What follows belongs to an exercise in optimizing a design on an open flow for small area and a short achievable clock period; a production flow would make more cautious choices. In this exercise RTL edits were held to simulation tests only and were not proved equivalent to the original. Power is estimated from default activity; no workload was simulated.

## main
// reg_trace_buffer
module reg_trace_buffer
#(
    parameter int XLEN       = 32,
    parameter int ADDR_W     = 8,
    parameter int DEPTH      = 16,
    parameter int CYC_W      = 16,
    parameter int MAX_CYCLES = 40000,
    parameter int OVF_W      = 8,
    localparam int ENTRY_W   = trace_pkg::entry_width(XLEN, ADDR_W, CYC_W),
    localparam int CNT_W     = $clog2(DEPTH) + 1
) (
    input  logic               clk,
    input  logic               rst,
    input  logic               rf_we,
    input  logic [4:0]         rf_waddr,
    input  logic [XLEN-1:0]    rf_wdata,
    input  logic               dm_we,
    input  logic [XLEN-1:0]    dm_addr,
    input  logic [XLEN-1:0]    dm_wdata,
    output logic               rd_valid,
    input  logic               rd_ready,
    output logic [ENTRY_W-1:0] rd_data,
    output logic [CNT_W-1:0]   count,
    output logic               full,
    output logic               halted,
    output logic [CYC_W-1:0]   cycle,
    output logic [OVF_W-1:0]   ovf_cnt
);
    logic [CYC_W-1:0]   cycle_q;
    logic               halted_q;
    logic [OVF_W-1:0]   ovf_q;
    logic [CNT_W-1:0]   count_q;
    logic               valid_q;
    logic               full_q;
    logic [ENTRY_W-1:0] head_q;
    logic [CYC_W-1:0]   cyc_n_q;   
    logic               run_q;     
    logic [CNT_W-1:0]   cnt_n_q;   
    logic               lv0_q, lv1_q, lv2_q, lvf1_q, lvf_q;
    localparam int SLOTS = DEPTH - 1;
    logic [SLOTS-1:0]   wp_q;      
    logic               wp_odd_q;  
    logic [SLOTS-1:0]   rd_sel_q;
    logic               hs_inrun_q;  
    logic               acc1_q;     
    logic               acc2_q;     
    logic               acc2p_q;    
    logic               fullrun_q;  
    logic [CYC_W-1:0]   cyc;
    logic               empty, pop;
    logic               pa, pb, drop1, drop2;
    logic               d_m1, d_p1, d_p2, d_0;
    logic [ENTRY_W-1:0] entry_rf, entry_dm;
    logic [ENTRY_W-1:0] wr_zero, wr_even, wr_odd, mread, head_src;
  ...
Size in the first run: about 1000 flip-flops, ~200 I/O pins.
==> flow/config.mk <==
export PLATFORM = sky130hd
export DESIGN_NAME = reg_trace_buffer
export DESIGN_NICKNAME = reg_trace_buffer
export VERILOG_FILES = /design/flow/design.v
export SDC_FILE = /design/flow/constraint.sdc
export NUM_CORES = 4
export LEC_CHECK = 0
export CAP_MARGIN = 20
export CORE_MARGIN = 2
export CORE_UTILIZATION = 60
export SETUP_SLACK_MARGIN = 2.3
export SLEW_MARGIN = 20
export TNS_END_PERCENT = 30
==> flow/constraint.sdc <==
create_clock -name core_clock -period 4.3 [get_ports {clk}]
set_input_delay 0.8600 -clock core_clock [delete_from_list [all_inputs] [get_ports {clk}]]
set_output_delay 0.8600 -clock core_clock [all_outputs]
set_load 0.01 [all_outputs]
standard.sh (not shown) runs the stock make flow with config.mk's settings and CLKGATE_MAP_FILE= SYNTH_SCRIPT=/design/flow/synth_recipe.tcl, a recipe that flattens the netlist after the stock synthesis.
==> flow/flow/run.sh <==
#!/bin/bash
# Layout flow: the standard flow (standard synthesis unchanged), with two
# layout choices changed through ORFS's own variables:
#  - clock tree synthesis without dummy loads (the tree is not padded with
#    extra load cells for balancing);
#  - ports buffered with sky130_fd_sc_hd__buf_2 (every port still gets a buffer).
# The make output goes to standard.log here; ORFS keeps each step's log under
# orfs/logs/.
set -euo pipefail
export CTS_ARGS="-sink_clustering_enable -repair_clock_nets -dont_use_dummy_load -sink_clustering_size 24 -sink_clustering_max_diameter 60"
export BUFFER_PORTS_ARGS="-buffer_cell sky130_fd_sc_hd__buf_2"
bash standard.sh finish > standard.log 2>&1
main: no failed stages, no open violations at the end
## Diff of input files: the feature branch against main
- removing TNS_END_PERCENT (formerly 30)
- setting ABC_AREA to 1 for the first time
The feature branch reached the end of the flow, and the finished layout is clean on the timing, DRC and antenna checks.
main → the feature branch: via count picked up an extra 9.3%; part of the Yosys area used for sequential elements went down; combinational power fell about 20%.
Higher number of CTS-inserted buffers goes to main over the feature branch.
Post-detailed-route wirelength per cell: the feature branch and main compared, higher one is main
Die: the feature branch bigger than main
Compared with main, in the feature branch post-synthesis cell count picked up an extra about 30%; final layout net count rose by 783; mean area per synthesized cell moved down.
Number of clock buffer instances in the layout (lower): the feature branch
Going from main to the feature branch, wire length grew slightly.

---

== run A ==
Starting RTL as in the previous note.
==> flow/config.mk <==
export PLATFORM = sky130hd
export DESIGN_NAME = reg_trace_buffer
export DESIGN_NICKNAME = reg_trace_buffer
export VERILOG_FILES = /design/flow/design.v
export SDC_FILE = /design/flow/constraint.sdc
export NUM_CORES = 4
export LEC_CHECK = 0
export CAP_MARGIN = 20
export CORE_MARGIN = 2
export CORE_UTILIZATION = 60
export SETUP_SLACK_MARGIN = 2.3
export SLEW_MARGIN = 20
export TNS_END_PERCENT = 10
==> flow/constraint.sdc <==
create_clock -name core_clock -period 4.3 [get_ports {clk}]
set_input_delay 0.8600 -clock core_clock [delete_from_list [all_inputs] [get_ports {clk}]]
set_output_delay 0.8600 -clock core_clock [all_outputs]
set_load 0.01 [all_outputs]
Scripts as last shown in full above: flow/flow/run.sh
For run B, these inputs were changed with respect to run A:
# run A
export LEC_CHECK = 0
export CAP_MARGIN = 20
export CORE_MARGIN = 2
export CORE_UTILIZATION = 60
export SETUP_SLACK_MARGIN = 2.3
export SLEW_MARGIN = 20
export TNS_END_PERCENT = 10
create_clock -name core_clock -period 4.3 [get_ports {clk}]
# run B
export LEC_CHECK = 0
export CAP_MARGIN = 20
export CORE_MARGIN = 2
export CORE_UTILIZATION = 60
export SETUP_SLACK_MARGIN = 2.3
export SLEW_MARGIN = 20
create_clock -name core_clock -period 4.3 [get_ports {clk}]
--- outcome ---
- Max power across run A and run B: run B
- Diff run A -> run B: final setup slack of the worst path went up 23 ps; clock share of power went down 0.2 points; count of clock buffers in the final design held; final worst hold slack held.
Here is what was changed in the inputs of run C compared with run B.
diff --git a/flow/flow/run.sh b/flow/flow/run.sh
--- a/flow/flow/run.sh
+++ b/flow/flow/run.sh
@@ -8,5 +8,5 @@
 # orfs/logs/.
 set -euo pipefail
-export CTS_ARGS="-sink_clustering_enable -repair_clock_nets -dont_use_dummy_load -sink_clustering_size 24 -sink_clustering_max_diameter 60"
+export CTS_ARGS="-sink_clustering_enable -repair_clock_nets -dont_use_dummy_load -sink_clustering_size 30 -sink_clustering_max_diameter 70"
 export BUFFER_PORTS_ARGS="-buffer_cell sky130_fd_sc_hd__buf_2"
 bash standard.sh finish > standard.log 2>&1
Results
Run C reached the final stage; the timing, DRC and antenna checks on its layout passed.
In run C, the share of power burned in the clock network came out 1.7 points below the value in run B.
Looking at overall power, run C sits below run B.
Run C vs run B — fmax climbed slightly
Looking at critical path depth across run B and run C, the one that comes out higher is run C.
Largest incremental delay on the critical path on run C is down relative to run B.

[what the ideal ports hide]
In the flow no input, the clock included, has a driving cell. The finished layouts below were timed again as built, in two steps.
Step 1 assumes that a clkbuf_16 drives the clock port and a buf_2 every other input.
Step 2 also shifts input and output timing later by t, the mid clock arrival at the registers, as if the neighbouring blocks saw the same clock.
Three values: ideal ports, drivers, drivers and shift; two values: the first two.
run | t, ns | setup WS [ns] | worst hold slack (ns) | worst slew at a driven data input, ns
main | 0.717 | 2.221 / 2.165 / 1.581 | 0.449 / 0.433 / 0.449 | 0.10
the feature branch | 0.708 | 2.274 / 2.209 / 1.664 | 0.457 / 0.457 / 0.457 | 0.11
run A | 0.717 | 2.228 / 2.160 / 1.540 | 0.449 / 0.432 / 0.449 | 0.09
run B | 0.722 | 2.250 / 2.183 / 1.634 | 0.449 / 0.410 / 0.449 | 0.10
run C | 0.692 | 2.264 / 2.214 / 1.534 | 0.451 / 0.451 / 0.451 | 0.14
After both steps every run listed still meets setup and hold. For run C, which loses most, drivers alone change the setup slack by -0.050 ns; drivers and shift together by -0.730 ns.
